From an optimization exercise on the open Yosys and OpenROAD flow, aimed at small area and a short achievable clock period; shortcuts taken in it are not production practice.
The clock input has no modelled driver; a real chip could not lean on it and would need a root buffer or a full tree.
Power figures rest on the tool's default switching activity, not on a simulated workload.

==> flow/design.v (excerpt) <==
module trace_monitor_top (
    input  wire logic                          clk,
    input  wire logic                          rst_n,
    input  wire logic [32-1:0]        pc,
    input  wire logic [32-1:0] instr,
    input  wire logic                          en,
    input  wire logic [3:0]                    ctrl_addr,
    input  wire logic [32-1:0]        ctrl_wdata,
    input  wire logic                          ctrl_write_enable,
    output logic                               tvalid,
    input  wire logic                          tready,
    output logic [(32 + 32 + 32)-1:0]       tdata,
    output logic                               tlast,
    output logic                               halt_cpu
);
    localparam int DEPTH = 8;
    localparam int RW    = (32 + 32 + 32) + 1;
    logic w_lo_en, w_hi_en, w_lo, w_hi, w_ts_en, w_te_en, w_ts, w_te;
    logic w_clr, w_hen, w_frc;
    always_comb begin
        w_lo_en = 1'b0; w_hi_en = 1'b0; w_lo = 1'b0; w_hi = 1'b0;
        w_ts_en = 1'b0; w_te_en = 1'b0; w_ts = 1'b0; w_te = 1'b0;
        w_clr = 1'b0; w_hen = 1'b0; w_frc = 1'b0;
        if (ctrl_write_enable) begin
            case (ctrl_addr)
                4'd0:  w_lo_en = 1'b1;
                4'd1:  w_hi_en = 1'b1;
                4'd2:  w_lo    = 1'b1;
                4'd3:  w_hi    = 1'b1;
                4'd4:  w_ts_en = 1'b1;
                4'd5:  w_te_en = 1'b1;
                4'd6:  w_ts    = 1'b1;
                4'd7:  w_te    = 1'b1;
  ...
export LEC_CHECK = 0
export ABC_CLOCK_PERIOD_IN_PS = 1800
export CAP_MARGIN = 20
export CORE_MARGIN = 2
export CORE_UTILIZATION = 60
export SETUP_SLACK_MARGIN = 1.6
export SLEW_MARGIN = 20
create_clock -name core_clock -period 3.5 [get_ports {clk}]
standard.sh (not shown) runs the stock make flow with config.mk's settings and CLKGATE_MAP_FILE= SYNTH_SCRIPT=/design/flow/synth_recipe.tcl, a recipe that flattens the netlist after the stock synthesis.
==> flow/flow/run.sh <==
#!/bin/bash
# Standard ORFS layout (the standard.sh, standard synthesis unchanged),
# with two changes:
#  - the port buffers are plain buf cells instead of the delay-cell buffer
#    that buffer_ports picks by default;
#  - the clock tree is built by flow/mcts_hook.tcl (run as the CTS step's
#    PRE_CTS_TCL hook): four root buffers on the clock port, each driving
#    leaf buffers of at most 24 flip-flops; the rest of the CTS step (timing
#    repair, legalisation) runs as usual.
# ORFS writes each tool's log under orfs/logs/; make's output goes to
# flow_make.log here.
set -euo pipefail
here=$(pwd)
export BUFFER_PORTS_ARGS="-buffer_cell sky130_fd_sc_hd__buf_2"
export MCTS_TCL="$here/flow/mcts.tcl"
export PRE_CTS_TCL="$here/flow/mcts_hook.tcl"
bash standard.sh finish > flow_make.log 2>&1
Other scripts of this flow, unchanged in this note and not shown: flow/flow/mcts.tcl, flow/flow/mcts_hook.tcl
The first run went through all stages and came out clean.
Change:
--- a/flow/design.v
+++ b/flow/design.v
@@ -207,23 +207,23 @@
                     lo[15:0], lo[31:16]};
     always_comb begin
         for (int c = 0; c < 6; c++) begin
             for (int k = 0; k < 4; k++) begin
                 cmp_g[c][k] = (cmp_a[c][4*k +: 4] > cmp_b[c][4*k +: 4]);
                 cmp_l[c][k] = (cmp_a[c][4*k +: 4] < cmp_b[c][4*k +: 4]);
             end
             cmp_gt[c] = cmp_g[c][3] || (!cmp_l[c][3] && (cmp_g[c][2] || (!cmp_l[c][2] &&
                         (cmp_g[c][1] || (!cmp_l[c][1] && cmp_g[c][0])))));
             cmp_lt[c] = cmp_l[c][3] || (!cmp_g[c][3] && (cmp_l[c][2] || (!cmp_g[c][2] &&
                         (cmp_l[c][1] || (!cmp_g[c][1] && cmp_l[c][0])))));
-            cmp_eq[c] = (cmp_a[c] == cmp_b[c]);
+            cmp_eq[c] = !(|cmp_g[c]) && !(|cmp_l[c]);
         end
     end
     assign c_lo_h_gt = cmp_gt[0];
     assign c_lo_h_eq = cmp_eq[0];
     assign c_lo_l_lt = cmp_lt[1];
     assign c_hi_h_lt = cmp_lt[2];
     assign c_hi_h_eq = cmp_eq[2];
     assign c_hi_l_gt = cmp_gt[3];
     assign c_wd_h_gt = cmp_gt[4];
     assign c_wd_h_lt = cmp_lt[4];
     assign c_wd_h_eq = cmp_eq[4];
@@ -247,45 +247,36 @@
         w_hi_q  <= w_hi;
     end
     assign ge_lo    = w_lo_q ? (wd_gt_h || (wd_eq_h && wd_ge_l))
                              : (lo_gt_h || (lo_eq_h && lo_ge_l));
     assign le_hi    = w_hi_q ? (wd_lt_h || (wd_eq_h && wd_le_l))
                              : (hi_lt_h || (hi_eq_h && hi_le_l));
     assign in_range = (!lo_on_q || ge_lo) && (!hi_on_q || le_hi);
     assign sel      = (((ne_h_q || ne_l_q) && cand_q) || wf_q) && win_q;
     assign pre_q    = sel && in_range;
     logic          full_q, cap_v, cap_v_n, load, push, cap_hold;
     logic [31:0]   delta;
-    logic          lo1_q, sat_q;
     logic [RW-1:0] cap;
-    assign load    = en && pre_q && !cap_hold;
+    assign load    = en && pre_q && (!cap_v || !full_q);
     assign push    = cap_v && !full_q;
     assign cap_v_n = load || (cap_v && full_q);
     always_ff @(posedge clk or negedge rst_n) begin
         if (!rst_n) begin
             delta    <= '0;
-            lo1_q    <= 1'b0;
-            sat_q    <= 1'b0;
             cap_v    <= 1'b0;
             cap_hold <= 1'b0;
         end else begin
             if (load)
-                delta[15:0] <= 16'd1;
-            else if (!sat_q)
-                delta[15:0] <= delta[15:0] + 16'd1;
-            if (load)
-                delta[31:16] <= 16'd0;
-            else if (!sat_q && lo1_q)
-                delta[31:16] <= delta[31:16] + 16'd1;
-            lo1_q    <= !load && (sat_q || (delta[15:0] == 16'hFFFE));
-            sat_q    <= !load && (sat_q || (delta == 32'hFFFF_FFFE));
+                delta <= 32'd1;
+            else if (delta != 32'hFFFF_FFFF)
+                delta <= delta + 32'd1;
             cap_v    <= cap_v_n;
             cap_hold <= cap_v_n && full_n;
         end
     end
     always_ff @(posedge clk) begin
         if (!cap_hold)
             cap <= {s1_instr, s1_pc, delta, wf_q};
     end
     logic [DEPTH-1:0][RW-1:0] mem;
     logic [DEPTH-1:0]         wr_oh, rd_oh, wr_oh_n, rd_oh_n, we_q, rd_sel;
     logic [3:0]               count, count_n;
@@ -332,24 +323,23 @@
     end
     always_ff @(posedge clk) begin
         we_q   <= (cap_v_n && !full_n) ? wr_oh_n : '0;
         rd_sel <= rd_oh_n;
     end
     always_ff @(posedge clk) begin
         for (int i = 0; i < DEPTH; i++) begin
             if (we_q[i])
                 mem[i] <= cap;
         end
     end
-    logic [RW-1:0] out_q;
-    logic [RW-1:0] out_d;
+    logic [RW-1:0] out_q, out_d;
     always_comb begin
         out_d = {RW{!take_rdy}} & out_q;
         for (int i = 0; i < DEPTH; i++)
             out_d = out_d | ({RW{take_rdy && rd_sel[i]}} & mem[i]);
     end
     always_ff @(posedge clk) begin
         out_q <= out_d;
     end
     assign tdata = out_q[RW-1:1];
     assign tlast = out_q[0];
 endmodule
Result:
- The new run ran to the end with no violations
- critical path depth stays the same
- worst setup slack loses 0.063 ns
- via count came out higher by 4.2%
- utilization came out higher by 2.1 points
- final cell count came out higher by 1.2%
- total power is about the same
- synthesized cell count came out lower by 0.67%
- die area stays flat
- sequential share of layout area came out lower by 2.4 points
- clock power came out higher by about 0.6%
- area after synthesis barely changes
- sequential power is about the same
No functional check of the RTL was part of any run of this note. No run of this note takes its clock network from TritonCTS; it comes from the design's own scripts or RTL.

-- static timing again, ports no longer ideal --
The results above use ideal ports. As a check the final layouts listed here were re-extracted and re-timed, cells and wires unchanged.
Step 1 (the two cells are an assumption about what drives the block):
set clk [get_ports {clk}]
set_driving_cell -lib_cell sky130_fd_sc_hd__clkbuf_16 $clk
set_driving_cell -lib_cell sky130_fd_sc_hd__buf_2 [delete_from_list [all_inputs] $clk]
Step 2 adds t to the input delays and takes it off the output delays; t is the mean of the earliest and latest rising clock arrival at the registers after step 1. Input paths then give back, and output paths get back, about the clock's delay inside the block.
a / b / c = ideal ports / drivers / drivers and shift; a / b = the first two.
run | shift t [ns] | setup slack, ns | cell pins on the clock port's net
the first run | 0.621 | 1.623 / 1.507 / 1.166 | 4
the second run | 0.633 | 1.560 / 1.522 / 1.102 | 4
After both steps setup and hold are still met in every run listed. For the second run, which loses most, drivers alone change the setup slack by -0.038 ns; drivers and shift together by -0.458 ns.
